From an optimization exercise on the open Yosys and OpenROAD flow, aimed at small area, a short achievable clock period and few clock cycles per item; shortcuts taken in it are not production practice. Only simulation tests tie the RTL to the original design; equivalence was not proved. Power figures rest on the tool's default switching activity, not on a simulated workload.

## flow/design.v (module list and top-level ports; edited modules follow where they fit)
// module dstwr_front: 3701 lines
// module dstwr_queue: 48 lines
// module dstwr_back: 114 lines
// module ds_twr_time_of_flight: 52 lines
module ds_twr_time_of_flight (
  input  logic         clk_i,
  input  logic         rst_ni,
  input  logic         in_valid_i,
  output logic         in_ready_o,
  input  logic [191:0] in_data_i,
  output logic         out_valid_o,
  input  logic         out_ready_i,
  output logic [50:0]  out_data_o
);
  // ...
==> flow/flow/run.sh <==
#!/bin/bash
set -euo pipefail
bash standard.sh SETUP_SLACK_MARGIN=6.5 finish > standard_flow.log 2>&1
==> flow/standard.sh <==
#!/bin/bash
# synth_recipe.tcl (not shown) runs the flow's synth.tcl, then flattens the netlist and writes it again
# the make line also repeats each setting of config.mk as NAME=value (left out here)
make -C /OpenROAD-flow-scripts/flow DESIGN_CONFIG=/design/flow/config.mk WORK_HOME=/design/flow/orfs CLKGATE_MAP_FILE= SYNTH_SCRIPT=/design/flow/synth_recipe.tcl "${@:-finish}"
==> flow/config.mk <==
export PLATFORM = sky130hd
export DESIGN_NAME = ds_twr_time_of_flight
export DESIGN_NICKNAME = ds_twr_time_of_flight
export VERILOG_FILES = /design/flow/design.v
export SDC_FILE = /design/flow/constraint.sdc
export NUM_CORES = 4
export LEC_CHECK = 0
export CAP_MARGIN = 20
export CORE_MARGIN = 2
export CORE_UTILIZATION = 45
export SLEW_MARGIN = 20
==> flow/constraint.sdc <==
create_clock -name core_clock -period 11.0 [get_ports {clk_i}]
set_input_delay 2.2000 -clock core_clock [delete_from_list [all_inputs] [get_ports {clk_i}]]
set_output_delay 2.2000 -clock core_clock [all_outputs]
set_load 0.01 [all_outputs]
==> run_results.csv, run 1 <==
group,metric,value,unit
finish,finalNonFillerCells,28100,
finish,area_delta_synth_final,14.5,%
synthesis,yosys-top-cells-count,"dfxtp_1, xnor2_1, inv_1",
power,powerClk,0.0153,W
setup_path,crit_path_start,"u_front.row0_q[5]$_DFFE_PN_",
global_routing,grt_max_degree,132,
finish,inverters_excl_clock,1890,
synthesis,synth_top_area_share,29.4,%
sta,fin_crit,5.36,ns
power,switchingPower,0.0387,W
cts,post_cts_buffers,115,
synthesis,synth_compound_area_share,14.5,%
route,drt_iter0_drc,14600,
setup_path,path_max_fanout,3,
finish,diodes,60,
setup_path,path_delay_family,"compound AO/OA/AOI/OAI gates",
floorplanning,tapCellCount,6450,
synthesis,synth_top_cell_by_area,"dfxtp_1",
finish,final_util,51.7,%
route,routed.top_layer,"met5",
finish,final_area,251000,um^2
setup_path,crit_cells,19,
setup_path,timing.rr.start,"u_front.row0_q[5]$_DFFE_PN_",
route,final_antenna_net_count,0,
setup_path,worstSetupEndpoint,"u_front.diff2_q[62]$_DFFE_PN_",
finish,final_common_cell,"dfxtp_1",
sta,slew_headroom,8.96,%
sta,finalCritPeriodShare,48.7,%
synthesis,syn_area,220000,um^2
cts,hold_buffers,0,
setup_path,path_buf_inv,4,
worst_hold_path,min_path_type,"register to register",
global_routing,grt_first_pass_wirelength,950000,um
finish,multi_input_area_share,48.3,%
floorplanning,top_level_ports,249,
placement,post-place-ws,4.92,ns
global_routing,use_met2,39.6,%
setup_path,critPathMaxStageDelay,0.54,ns
route,wl_per_cell,23.2,um
run_status,status,"no timing/DRC/antenna violations",
Testbench counts, summed over its fixed seeds: cycles 1,896, items 1,600.
==> run 2: changes to the inputs <==
--- a/flow/design.v
+++ b/flow/design.v
@@ -3671,41 +3671,52 @@
   wire fs3609 = fc3348 ^ fs3479 ^ fc3478;
   wire fc3610 = (fc3348 & fs3479) | (fc3348 & fc3478) | (fs3479 & fc3478);
   wire fs3611 = fc3352 ^ fs3481 ^ fc3480;
   wire fc3612 = (fc3352 & fs3481) | (fc3352 & fc3480) | (fs3481 & fc3480);
   wire fs3613 = fc3356 ^ fs3483 ^ fc3482;
   wire fc3614 = (fc3356 & fs3483) | (fc3356 & fc3482) | (fs3483 & fc3482);
   wire [64:0] dif_a = {fs3613, fs3611, fs3609, fs3607, fs3605, fs3603, fs3601, fs3599, fs3597, fs3595, fs3593, fs3591, fs3589, fs3587, fs3585, fs3583, fs3581, fs3579, fs3577, fs3575, fs3573, fs3571, fs3569, fs3567, fs3565, fs3563, fs3561, fs3559, fs3557, fs3555, fs3553, fs3551, fs3549, fs3547, fs3545, fs3543, fs3541, fs3539, fs3537, fs3535, fs3533, fs3531, fs3529, fs3527, fs3525, fs3523, fs3521, fs3519, fs3517, fs3515, fs3513, fs3511, fs3509, fs3507, fs3505, fs3503, fs3501, fs3499, fs3497, fs3495, fs3493, fs3491, fs3489, fs3487, fs3357};
   wire [64:0] dif_b = {fc3612, fc3610, fc3608, fc3606, fc3604, fc3602, fc3600, fc3598, fc3596, fc3594, fc3592, fc3590, fc3588, fc3586, fc3584, fc3582, fc3580, fc3578, fc3576, fc3574, fc3572, fc3570, fc3568, fc3566, fc3564, fc3562, fc3560, fc3558, fc3556, fc3554, fc3552, fc3550, fc3548, fc3546, fc3544, fc3542, fc3540, fc3538, fc3536, fc3534, fc3532, fc3530, fc3528, fc3526, fc3524, fc3522, fc3520, fc3518, fc3516, fc3514, fc3512, fc3510, fc3508, fc3506, fc3504, fc3502, fc3500, fc3498, fc3496, fc3494, fc3492, fc3490, fc3488, fc3486, fs3485};
+  logic [32:0] lo_sum;
+  assign lo_sum = {1'b0, dif_a[31:0]} + {1'b0, dif_b[31:0]};
   logic        v2_q;
-  logic [64:0] diff2_q;
+  logic [31:0] lo2_q;
+  logic        c2_q;
+  logic [32:0] ha2_q, hb2_q;
   logic [33:0] sum2_q;
   always_ff @(posedge clk_i or negedge rst_ni) begin
     if (!rst_ni) v2_q <= 1'b0;
     else if (adv_i) v2_q <= v1_q;
   end
   always_ff @(posedge clk_i) begin
     if (adv_i) begin
-      diff2_q <= dif_a + dif_b;
-      sum2_q  <= sum1_q;
+      lo2_q  <= lo_sum[31:0];
+      c2_q   <= lo_sum[32];
+      ha2_q  <= dif_a[64:32];
+      hb2_q  <= dif_b[64:32];
+      sum2_q <= sum1_q;
     end
   end
+  logic [32:0] hi;
+  logic [63:0] dif;
+  assign hi  = ha2_q + hb2_q + {32'd0, c2_q};
+  assign dif = {hi[31:0], lo2_q};
   logic        v3_q;
   logic [63:0] mag3_q;
   logic        neg3_q;
   logic [33:0] sum3_q;
   always_ff @(posedge clk_i or negedge rst_ni) begin
     if (!rst_ni) v3_q <= 1'b0;
     else if (adv_i) v3_q <= v2_q;
   end
   always_ff @(posedge clk_i) begin
     if (adv_i) begin
-      neg3_q <= diff2_q[64];
-      mag3_q <= diff2_q[64] ? (64'd0 - diff2_q[63:0]) : diff2_q[63:0];
+      neg3_q <= hi[32];
+      mag3_q <= hi[32] ? (64'd0 - dif) : dif;
       sum3_q <= sum2_q;
     end
   end
   assign valid_o = v3_q;
   assign mag_o   = mag3_q;
   assign neg_o   = neg3_q;
   assign sum_o   = sum3_q;
 endmodule
==> run_results.csv, run 2 <==
group,metric,value,unit
run_status,status,"no timing/DRC/antenna violations",
floorplanning,top_level_ports,249,
route,viasPerCell,5.49,
global_routing,grt_pass1_vias,151000,
route,final_antenna_net_count,0,
power,combPwrFrac,56.0,%
synthesis,synth_top_cell_by_area,"dfxtp_1",
power,p_int,0.0543,W
route,drt_first_pass_iters,7,
synthesis,ys.flop_type,"dfxtp_1",
synthesis,yosys-top-cells-count,"dfxtp_1, xnor2_1, inv_1",
global_routing,grt_max_degree,149,
sta,setup_tns,0,ns
setup_path,crit_arrival,5.76,ns
sta,finalCritPeriodShare,45.3,%
synthesis,ys_types,98,
synthesis,synth.top_cells.by_area,"dfxtp_1, edfxtp_1, fa_1, xnor2_1, ha_1",
synthesis,syn_area,219000,um^2
finish,nets,23700,
floorplanning,die-width,701,um
power,p_leak,105,nW
finish,n_fill_cell,43100,
floorplanning,rows,256,
worst_hold_path,min_path_type,"register to register",
route,wl_per_cell,23.0,um
route,drc,0,
placement,io_buffers,248,
finish,top_register,"u_back.g_stage.r_q",
sta,skew,0.129,ns
setup_path,r2r_slack,6.02,ns
synthesis,synth_edf_count,870,
synthesis,synth_most_common_cell,"dfxtp_1",
synthesis,syn_avg_cell_area,10.7,um^2
finish,largest_registers,"u_back.g_stage.r_q: 1085 flops, u_back.g_stage.d_q: 1054 flops, u_back.g_stage.q_q: 1024 flops",
power,ir_drop,0.302,mV
power,switchingPower,0.0384,W
floorplanning,start_util,45.1,%
cts,insertion_delay,1.05,ns
floorplanning,die_y,701,um
finish,final_common_cell,"dfxtp_1",
cts,tritoncts,"yes",
power,pwr-share-seq,27.8,%
floorplanning,die_area,492000,um^2
cts,cts_buffers,430,
synthesis,synthArstFlopShare,0.991,%
global_routing,overflow,0,
power,swShare,41.4,%
sta,worstMarginPinSlew,1.18,ns
setup_path,end_kind,"register",
finish,drive_gt1_share,8.81,%
synthesis,ys_seq_area_share,41.9,%
route,vias,152000,
power,powerDensity,371,nW/um^2
synthesis,yosysWarnings,73,
setup_path,worstPathRequired,11.78,ns
sta,whs,0.257,ns
cts,clkSinkCount,4139,
run,drv_cap,0,
sta,rsz0062_at_grt,"yes",
global_routing,grt_first_pass_wirelength,941000,um
synthesis,synth_top_area_share,29.5,%
global_routing,antenna_found_initial,45,
route,routed_wirelength,638000,um
cts,htreeDepth,5,
placement,place.gp.congestion,0.929,
finish,largest_reg_flops,1085,
synthesis,synth_seq_cells,4139,
sta,report.final.setup_viol,0,
finish,layout_common_cells,"dfxtp_1, xnor2_1, inv_1",
sta,fin_crit,4.98,ns
sta,slew_violations,0,
cts,cts_max_path_buffers,4,
floorplanning,core_area,485000,um^2
power,clkPwrFrac,16.2,%
placement,dp_hpwl,441000,um
finish,area_delta_synth_final,14.1,%
setup_path,worst-setup-path-type,"register to register",
route,drt_iter0_drc,13900,
cts,cts.clk_slew.worst_paths,0.06,ns
setup_path,critPathLaunchType,"register",
sta,final-hold-violation-count,0,
cts,clockRootBuffer,"clkbuf_16",
global_routing,grtUsageTotal,25.0,%
synthesis,syn_inst,20500,
setup_path,path_max_fanout,4,
cts,hold_buffers,0,
sta,fmax,201,MHz
sta,slew_headroom,20.9,%
synthesis,synth_nets,23300,
[run 2: worst paths after layout]
| kind | start | to | cells after the start |
|---|---|---|---|
| max | u_front.row2_q[6]$_DFFE_PN_ | u_front.lo2_q[31]$_DFFE_PN_ | 19 |
| min | u_back.g_stage[20].q_q[4]$_DFF_P_ | u_back.g_stage[21].q_q[5]$_DFF_P_ | 0 |
| max reg2reg | u_front.row2_q[6]$_DFFE_PN_ | u_front.lo2_q[31]$_DFFE_PN_ | 19 |
| min reg2reg | u_back.g_stage[20].q_q[4]$_DFF_P_ | u_back.g_stage[21].q_q[5]$_DFF_P_ | 0 |
| max in group asynchronous | rst_ni | u_back.recirc_q$_DFF_PN0_ | 1 |
| min in group asynchronous | rst_ni | u_back.g_stage[17].v_q$_DFF_PN0_ | 1 |
[run 2: cell families (layout without fill, tap and decap cells)]
family / after synthesis / in the layout / synth area share [%]
adders and majority gates: 2618 / 2618 / 18.9
muxes: 105 / 105 / 0.510
DFF: 4139 / 4139 / 41.9
AOI/OAI and AO/OA: 4600 / 4600 / 14.1
and+or+nand+nor: 3026 / 3026 / 6.74
xor gates and xnor gates: 3253 / 3253 / 13.0
other: 0 / 36 / 0
buffers and inverters: 2784 / 3537 / 4.79
[run 2: critical path: stages (launching register included)]
cell and delay (ns):
edfxtp_1 0.32, inv_1 0.05, fa_1 0.54, inv_1 0.06
fa_1 0.50, inv_1 0.07, fa_1 0.49, inv_1 0.05
ha_2 0.21, a21o_1 0.19, a21oi_2 0.15, nor2_2 0.06
a211oi_4 0.24, o22ai_2 0.12, o41a_1 0.34, a41o_1 0.24
o41a_1 0.44, a221oi_4 0.35, a31oi_2 0.13, xor2_1 0.15
[run 2: final cells by class]
cell class / count / area [um^2] / share of cell area [%]
Inverter: 1965 / 7450 / 2.98
Sequential cell: 4139 / 91800 / 36.8
Timing Repair Buffer: 776 / 8540 / 3.42
Clock buffer: 569 / 12100 / 4.86
Tap cell: 6450 / 8070 / 3.23
Antenna cell: 36 / 90.1 / 0.0361
Multi-Input combinational cell: 13600 / 119000 / 47.6
Clock inverter: 227 / 2600 / 1.04
[run 2: per-layer routing]
metal  GRT usage (%)  up-vias  share of wire (%)
met3            7.67     1961                 10
met5               0        -              0.086
li1                -    70800                  -
met2            39.8     6637                 44
met4            10.9       32                5.6
met1            31.4    73000                 40
[run 2: power by group through the flow]
stage	clock, W	sequential [W]	combinational [W]
6_report	0.0150	0.0258	0.0519
5_1_grt	0.0160	0.0263	0.0581
4_1_cts	0.0153	0.0260	0.0516
3_5_place_dp	0	0.0262	0.0510
3_3_place_gp	0	0.0262	0.0507
2_1_floorplan	0	0.0243	0.0407
[run 2: repair_timing]
action	CTS	global route
setup buffers	103	151
gates resized for setup	319	393
endpoints found under the setup margin	351	263
gates cloned	14	19
endpoints found under the hold margin	0	0
pin swaps	96	176
[run 2: per-stage QoR]
| step | std cells | util [%] | cell area, um^2 | setup WS, ns | power (W) |
|---|---|---|---|---|---|
| 2_1_floorplan | 20500 | - | 219000 | -1.39 | 0.0650 |
| 3_3_place_gp | 26600 | 47.2 | 229000 | 4.84 | 0.0770 |
| 3_5_place_dp | 26600 | 47.2 | 229000 | 4.81 | 0.0773 |
| 4_1_cts | 27600 | 50.8 | 246000 | 5.92 | 0.0929 |
| 5_1_grt | 27800 | 51.4 | 250000 | 5.82 | 0.100 |
| 6_report | 27800 | 51.4 | 250000 | 6.02 | 0.0927 |
Testbench counts of run 2, summed over its fixed seeds: cycles 1,896, items 1,600.
==> run 3: changes to the inputs <==
==> flow/flow/run.sh (replaced) <==
#!/bin/bash
set -euo pipefail
bash standard.sh SETUP_SLACK_MARGIN=6.0 finish > standard_flow.log 2>&1
==> run_results.csv, run 3 <==
group,metric,value,unit
finish,n_fill_cell,43600,
run_status,status,"no timing/DRC/antenna violations",
finish,nets,23500,
placement,dp_hpwl,439000,um
power,p_leak,103,nW
global_routing,grt_pass1_vias,149000,
route,wl_per_cell,22.4,um
global_routing,grt.busiest_layer,"met2",
route,drc,0,
worst_hold_path,min_from,"u_back.g_stage[7].q_q[4]$_DFF_P_",
cts,cts_buffers,425,
floorplanning,top_level_ports,249,
cts,clkSinkCount,4139,
setup_path,slowest_stage,"fa_1",
setup_path,critPathLaunchType,"register",
setup_path,worst-setup-path-type,"register to register",
finish,final_common_cell,"dfxtp_1",
power,power,0.0923,W
power,ir_drop,0.279,mV
route,viasPerCell,5.48,
finish,ff_latch_area,91800,um^2
worst_hold_path,holdPathEnd,"u_back.g_stage[8].q_q[5]$_DFF_P_",
synthesis,syn_inst,20500,
finish,largest_registers,"u_back.g_stage.r_q: 1085 flops, u_back.g_stage.d_q: 1054 flops, u_back.g_stage.q_q: 1024 flops",
synthesis,yosysWarnings,73,
sta,setup_tns,0,ns
sta,worstMarginPinSlew,1.23,ns
cts,cts.clk_slew.worst_paths,0.06,ns
setup_path,timing.rr.start,"u_front.row5_q[13]$_DFFE_PN_",
finish,multi_input_area,117000,um^2
power,pwr-share-seq,27.8,%
finish,largest_reg_flops,1085,
synthesis,synth_nets,23300,
finish,top_register,"u_back.g_stage.r_q",
finish,drive_gt1_share,6.45,%
route,final_antenna_net_count,0,
synthesis,synthArstFlopShare,0.991,%
synthesis,synth_seq_cells,4139,
synthesis,synth_edf_count,870,
global_routing,grt_first_pass_wirelength,924000,um
sta,fin_crit,5.01,ns
floorplanning,die_area,492000,um^2
floorplanning,die-width,701,um
power,swShare,41.1,%
synthesis,ys.flop_type,"dfxtp_1",
global_routing,use_met2,39.5,%
sta,fmax,200,MHz
setup_path,crit_arrival,5.75,ns
cts,htreeDepth,5,
synthesis,synth.top_cells.by_area,"dfxtp_1, edfxtp_1, fa_1, xnor2_1, ha_1",
worst_hold_path,min_path_type,"register to register",
setup_path,cpMostUsedCell,"fa_1",
route,vias,151000,
placement,place.gp.congestion,0.932,
synthesis,synth_top_area_share,29.5,%
global_routing,antenna_found_initial,36,
global_routing,overflow,0,
floorplanning,core_area,485000,um^2
route,routed_wirelength,615000,um
run,drv_cap,0,
cts,tritoncts,"yes",
sta,slew_headroom,18.1,%
sta,report.final.setup_viol,0,
sta,whs,0.288,ns
power,switchingPower,0.0380,W
sta,slew_violations,0,
setup_path,r2r_end,"u_front.lo2_q[31]$_DFFE_PN_",
setup_path,end_kind,"register",
synthesis,yosys-top-cells-count,"dfxtp_1, xnor2_1, inv_1",
sta,rsz0062_at_grt,"yes",
global_routing,grtUsageTotal,24.5,%
global_routing,use_met3,7.64,%
setup_path,r2r_slack,5.99,ns
floorplanning,rows,256,
setup_path,worstPathRequired,11.74,ns
sta,skew,0.0930,ns
synthesis,syn_avg_cell_area,10.7,um^2
setup_path,reg2reg_depth,16,
power,p_int,0.0544,W
setup_path,critPathMaxStageDelay,0.56,ns
floorplanning,die_y,701,um
sta,finalCritPeriodShare,45.6,%
cts,insertion_delay,1.02,ns
synthesis,synth_most_common_cell,"dfxtp_1",
synthesis,syn_area,219000,um^2
cts,clockRootBuffer,"clkbuf_16",
setup_path,cp_cell_sequence,"fa_1 -> fa_1 -> inv_1 -> fa_1 -> inv_1 -> ha_1 -> a21o_1 -> a21oi_2 -> a21boi_2 -> o22ai_2 -> o41a_1 -> a41o_1 -> o41a_1 -> a221oi_4 -> a31oi_1 -> xor2_1",
synthesis,synth_top_cell_by_area,"dfxtp_1",
power,clkPwrFrac,16.4,%
route,drt_first_pass_iters,9,
synthesis,ys_types,98,
synthesis,ys_seq_area_share,41.9,%
finish,area_delta_synth_final,11.7,%
power,powerDensity,378,nW/um^2
worst_hold_path,min_path_cells,0,
placement,io_buffers,248,
cts,cts_max_path_buffers,4,
finish,layout_common_cells,"dfxtp_1, xnor2_1, inv_1",
setup_path,path_max_fanout,4,
sta,final-hold-violation-count,0,
global_routing,grtUsageMet1,30.4,%
global_routing,grt_max_degree,158,
power,combPwrFrac,55.8,%
route,drt_iter0_drc,13300,
floorplanning,start_util,45.1,%
run 3: cell counts after synthesis:
Identical to the previous run, type by type.
run 3: power groups by stage:
stage          combinational (W)  sequential [W]  clock (W)
6_report                  0.0516          0.0257     0.0151
3_5_place_dp              0.0510          0.0262          0
2_1_floorplan             0.0407          0.0243          0
4_1_cts                   0.0515          0.0259     0.0155
3_3_place_gp              0.0507          0.0262          0
5_1_grt                   0.0578          0.0262     0.0161
run 3: cell type report:
cell class	instances	area share (%)
multi-input cells	13600	48.0
flip-flops and latches	4139	37.6
clock buffers	576	4.98
well taps	6450	3.30
inverters	1965	3.02
repair buffers	523	1.94
clock inverters	210	1.11
diodes	33	0.0338
repair inverters	1	0.00205
run 3: critical path: cells and delay by family (launching register included):
family / cells / cell delay (ns)
flip-flops: 1 / 0.40
AO/OA/AOI/OAI: 9 / 2.11
buffers and inverters: 2 / 0.11
adder cells (fa/ha/maj): 4 / 1.95
XOR/XNOR: 1 / 0.15
run 3: cells by family (layout without fill, tap and decap cells):
kind of cell | Yosys count | after routing | share of synthesized area [%]
AO/OA/AOI/OAI | 4600 | 4600 | 14.1
flip-flops | 4139 | 4139 | 41.9
XOR/XNOR | 3253 | 3253 | 13.0
AND/OR/NAND/NOR | 3026 | 3026 | 6.74
buffers and inverters | 2784 | 3275 | 4.79
adder cells (fa/ha/maj) | 2618 | 2618 | 18.9
multiplexers | 105 | 105 | 0.510
other | 0 | 33 | 0
run 3: worst max path at each step:
stage,startpoint,end,cells after the start
global placement,in_data_i[33],u_front.rb[31]$_DFFE_PN_,14
global route,u_front.row0_q[7]$_DFFE_PN_,u_front.lo2_q[31]$_DFFE_PN_,19
CTS,u_front.row0_q[7]$_DFFE_PN_,u_front.lo2_q[31]$_DFFE_PN_,19
detailed placement,in_data_i[33],u_front.rb[31]$_DFFE_PN_,14
floorplan,u_back.stop_q$_DFF_PN0_,u_front.c2_q$_DFFE_PN_,1
finish,u_front.row5_q[13]$_DFFE_PN_,u_front.lo2_q[31]$_DFFE_PN_,16
run 3: per-stage QoR:
step | instances | worst slack [ns] | instance area (um^2) | utilization (%)
after floorplan | 20500 | -1.39 | 219000 | -
after global placement | 26600 | 4.39 | 229000 | 47.1
after detailed placement | 26600 | 4.41 | 229000 | 47.1
after CTS | 27400 | 5.88 | 244000 | 50.3
after global routing | 27500 | 5.81 | 244000 | 50.4
final | 27500 | 5.99 | 244000 | 50.4
run 3: routing by layer:
metal,routed length [um],part of all wire (%),up-vias
li1,-,-,70300
met1,247000,40,72200
met2,277000,45,6133
met3,60700,9.9,1885
met4,29600,4.8,30
met5,290,0.047,-
run 3: what timing repair did:
item	4_1_cts	5_1_grt
setup buffers	16	22
pin swaps	23	25
hold endpoints to repair	0	0
hold buffers	0	0
setup endpoints to repair	86	89
gates resized for setup	49	53
gates cloned	1	0
==> run 4: changes to the inputs <==
==> flow/flow/run.sh (replaced) <==
#!/bin/bash
set -euo pipefail
bash standard.sh SETUP_SLACK_MARGIN=7.0 finish > standard_flow.log 2>&1
--- a/flow/config.mk
+++ b/flow/config.mk
@@ -9,3 +9,3 @@
 export CORE_MARGIN = 2
-export CORE_UTILIZATION = 45
+export CORE_UTILIZATION = 40
 export SLEW_MARGIN = 20
==> run_results.csv, run 4 <==
group,metric,value,unit
finish,final_common_cell,"dfxtp_1",
sta,skew,0.167,ns
cts,insertion_delay,1.10,ns
route,drc,0,
setup_path,crit_arrival,5.83,ns
synthesis,syn_avg_cell_area,10.7,um^2
finish,nets,24100,
setup_path,critPathLaunchType,"register",
floorplanning,top_level_ports,249,
worst_hold_path,min_path_type,"register to register",
sta,fin_crit,5.05,ns
cts,htreeDepth,5,
power,powerDensity,362,nW/um^2
floorplanning,rows,271,
placement,placed_cells,27400,
finish,finalNonFillerCells,29000,
synthesis,synth_edf_count,870,
placement,place.gp.congestion,0.928,
floorplanning,die-width,744,um
power,swShare,41.1,%
synthesis,ys_seq_area_share,41.9,%
synthesis,synth_top_family_by_area,"adder cells",
route,viasPerCell,5.44,
run_status,status,"no timing/DRC/antenna violations",
placement,dp_hpwl,450000,um
cts,tritoncts,"yes",
synthesis,synthSimpleGateAreaFrac,6.74,%
finish,largest_reg_flops,1085,
global_routing,use_met3,8.11,%
global_routing,grtUsageTotal,23.9,%
finish,largest_registers,"u_back.g_stage.r_q: 1085 flops, u_back.g_stage.d_q: 1054 flops, u_back.g_stage.q_q: 1024 flops",
global_routing,grtUsageMet1,28.8,%
floorplanning,die_y,744,um
synthesis,syn_area,219000,um^2
run,drv_cap,0,
power,combPwrFrac,56.4,%
sta,slew_violations,0,
synthesis,synth_xor_xnor_area_share,13.0,%
synthesis,synth_compound_area_share,14.1,%
finish,top_register,"u_back.g_stage.r_q",
route,vias,158000,
sta,fmax,198,MHz
global_routing,grt_pass1_vias,156000,
route,drt_iter0_drc,14800,
route,wl_per_cell,23.8,um
sta,finalCritPeriodShare,45.9,%
placement,io_buffers,248,
sta,worstMarginPinSlew,1.18,ns
sta,whs,0.219,ns
global_routing,grt_max_degree,132,
setup_path,worstPathRequired,11.78,ns
power,ir_drop,0.352,mV
cts,clkSinkCount,4139,
synthesis,synth.mux.area_fraction,0.510,%
power,switchingPower,0.0387,W
synthesis,synthArstFlopShare,0.991,%
synthesis,yosys-top-cells-count,"dfxtp_1, xnor2_1, inv_1",
setup_path,r2r_slack,5.95,ns
synthesis,synth_nets,23300,
synthesis,synth_top_area_share,29.5,%
global_routing,use_met2,37.5,%
synthesis,ys.flop_type,"dfxtp_1",
cts,cts_buffers,432,
cts,cts.clk_slew.worst_paths,0.07,ns
synthesis,synth_seq_cells,4139,
sta,slew_headroom,20.6,%
route,final_antenna_net_count,0,
finish,final_util,47.8,%
power,p_int,0.0555,W
synthesis,syn_inst,20500,
power,pwr-share-seq,27.1,%
cts,cts_max_path_buffers,4,
synthesis,synth_fa_ha_area_share,18.9,%
synthesis,synth_top_cell_by_area,"dfxtp_1",
global_routing,grt.busiest_layer,"met2",
floorplanning,core_area,545000,um^2
setup_path,worst-setup-path-type,"register to register",
setup_path,end_kind,"register",
setup_path,path_max_fanout,3,
global_routing,grt_first_pass_wirelength,998000,um
synthesis,yosysWarnings,73,
synthesis,synth.top_cells.by_area,"dfxtp_1, edfxtp_1, fa_1, xnor2_1, ha_1",
sta,final-hold-violation-count,0,
finish,drive_gt1_share,14.8,%
sta,report.final.setup_viol,0,
route,routed_wirelength,691000,um
route,drt_first_pass_iters,11,
finish,area_delta_synth_final,19.0,%
synthesis,ys_types,98,
cts,clockRootBuffer,"clkbuf_16",
power,p_leak,109,nW
global_routing,overflow,0,
floorplanning,start_util,40.2,%
global_routing,antenna_found_initial,67,
power,clkPwrFrac,16.5,%
finish,layout_common_cells,"dfxtp_1, xnor2_1, inv_1",
floorplanning,die_area,553000,um^2
sta,rsz0062_at_grt,"yes",
synthesis,synth_most_common_cell,"dfxtp_1",
==> run 4: cell counts after synthesis <==
Identical to the previous run, type by type.
==> run 4: critical path, cell delays in order, from the launching register on <==
cell and delay (ns):
edfxtp_1 0.34, inv_2 0.04, fa_1 0.55, inv_2 0.05
fa_1 0.49, inv_1 0.06, fa_1 0.52, inv_2 0.05
ha_4 0.21, buf_4 0.14, nand2_1 0.13, nor2_1 0.08
a211oi_2 0.33, o22ai_2 0.13, o41a_1 0.36, a41o_1 0.28
o41a_1 0.39, a221oi_4 0.34, a31oi_1 0.14, xor2_1 0.15
==> run 4: worst paths after layout <==
path | cells past startpoint | from | to
worst max-delay path | 19 | u_front.row0_q[7]$_DFFE_PN_ | u_front.lo2_q[31]$_DFFE_PN_
worst min-delay path | 0 | u_back.g_stage[19].q_q[7]$_DFF_P_ | u_back.g_stage[20].q_q[8]$_DFF_P_
worst max register to register | 19 | u_front.row0_q[7]$_DFFE_PN_ | u_front.lo2_q[31]$_DFFE_PN_
worst min register to register | 0 | u_back.g_stage[19].q_q[7]$_DFF_P_ | u_back.g_stage[20].q_q[8]$_DFF_P_
max in group asynchronous | 1 | rst_ni | u_back.recirc_q$_DFF_PN0_
min in group asynchronous | 1 | rst_ni | u_front.v1_q$_DFFE_PN0N_
==> run 4: power groups by stage <==
stage	clock network (W)	logic, W	registers, W
after floorplan	0	0.0407	0.0243
after global placement	0	0.0505	0.0260
after detailed placement	0	0.0508	0.0260
after CTS	0.0159	0.0520	0.0258
after global routing	0.0165	0.0594	0.0262
final	0.0155	0.0531	0.0256
==> run 4: final cells by class <==
| class | count | area [um^2] |
|---|---|---|
| inverter | 1965 | 7520 |
| tap | 7234 | 9050 |
| clock inverter | 220 | 2870 |
| timing repair inverter | 2 | 32.5 |
| multi-input combinational | 13600 | 123000 |
| antenna | 110 | 275 |
| clock buffer | 589 | 12600 |
| timing repair buffer | 1157 | 13300 |
| fill | 49200 | 284000 |
| sequential | 4139 | 91900 |
==> run 4: timing repair <==
item / CTS / global route
endpoints found under the setup margin: 671 / 473
pin swaps: 463 / 487
hold buffers: 0 / 0
buffers inserted: 382 / 207
endpoints found under the hold margin: 0 / 0
resized for setup: 1475 / 873
gates cloned: 51 / 22
==> run 4: metal layers <==
metal  vias to the layer above  part of all wire (%)  wire (um)
li1                      71600                     -          -
met1                     75600                    38     266000
met2                      7806                    43     300000
met3                      2775                    11      74100
met4                        48                   7.3      50400
met5                         -                  0.11        735
==> run 4: cells by family after synthesis <==
family,after synthesis
AO/OA/AOI/OAI,4600
flip-flops,4139
AND/OR/NAND/NOR,3026
adder cells (fa/ha/maj),2618
multiplexers,105
XOR/XNOR,3253
buffers and inverters,2784
==> run 4: metrics by stage <==
step	total power [W]	cell area, um^2	setup TNS (ns)	setup WS, ns
CTS	0.0936	255000	0	5.89
detailed placement	0.0768	230000	0	4.78
finish	0.0942	261000	0	5.95
global route	0.102	260000	0	5.77
global placement	0.0765	230000	0	4.73
floorplan	0.0650	220000	-1064.35	-1.39

[port drivers added, routing unchanged]
How much do the figures lean on ideal ports? The routed layouts below were timed once more, with nothing changed but the port constraints.
Step 1 assumes that a clkbuf_16 drives the clock port and a buf_2 every other input.
Step 2 moves the port delays by t, midway between the first and last clock arrival at a register: inputs arrive t later, outputs are due t later. That takes back most of the time a late clock gives input paths.
a / b / c = ideal ports / drivers / drivers and shift; a / b = the first two.
run	t (ns)	setup slack, ns	latest minus earliest clock arrival (ns)	slew at the worst register clock pin (ns)	worst data-port slew with drivers (ns)
run 1	1.100	5.641 / 5.641 / 5.577	0.143 / 0.143	0.08 / 0.08	0.10
run 2	1.099	6.021 / 6.021 / 5.426	0.145 / 0.145	0.08 / 0.08	0.07
run 3	1.095	5.989 / 5.989 / 5.117	0.106 / 0.105	0.07 / 0.07	0.07
run 4	1.136	5.947 / 5.947 / 5.630	0.168 / 0.168	0.07 / 0.07	0.11
After both steps setup and hold are still met in every run listed. The setup slack of run 3, which loses most, moves by 0.000 ns with the drivers and by -0.872 ns with both steps.
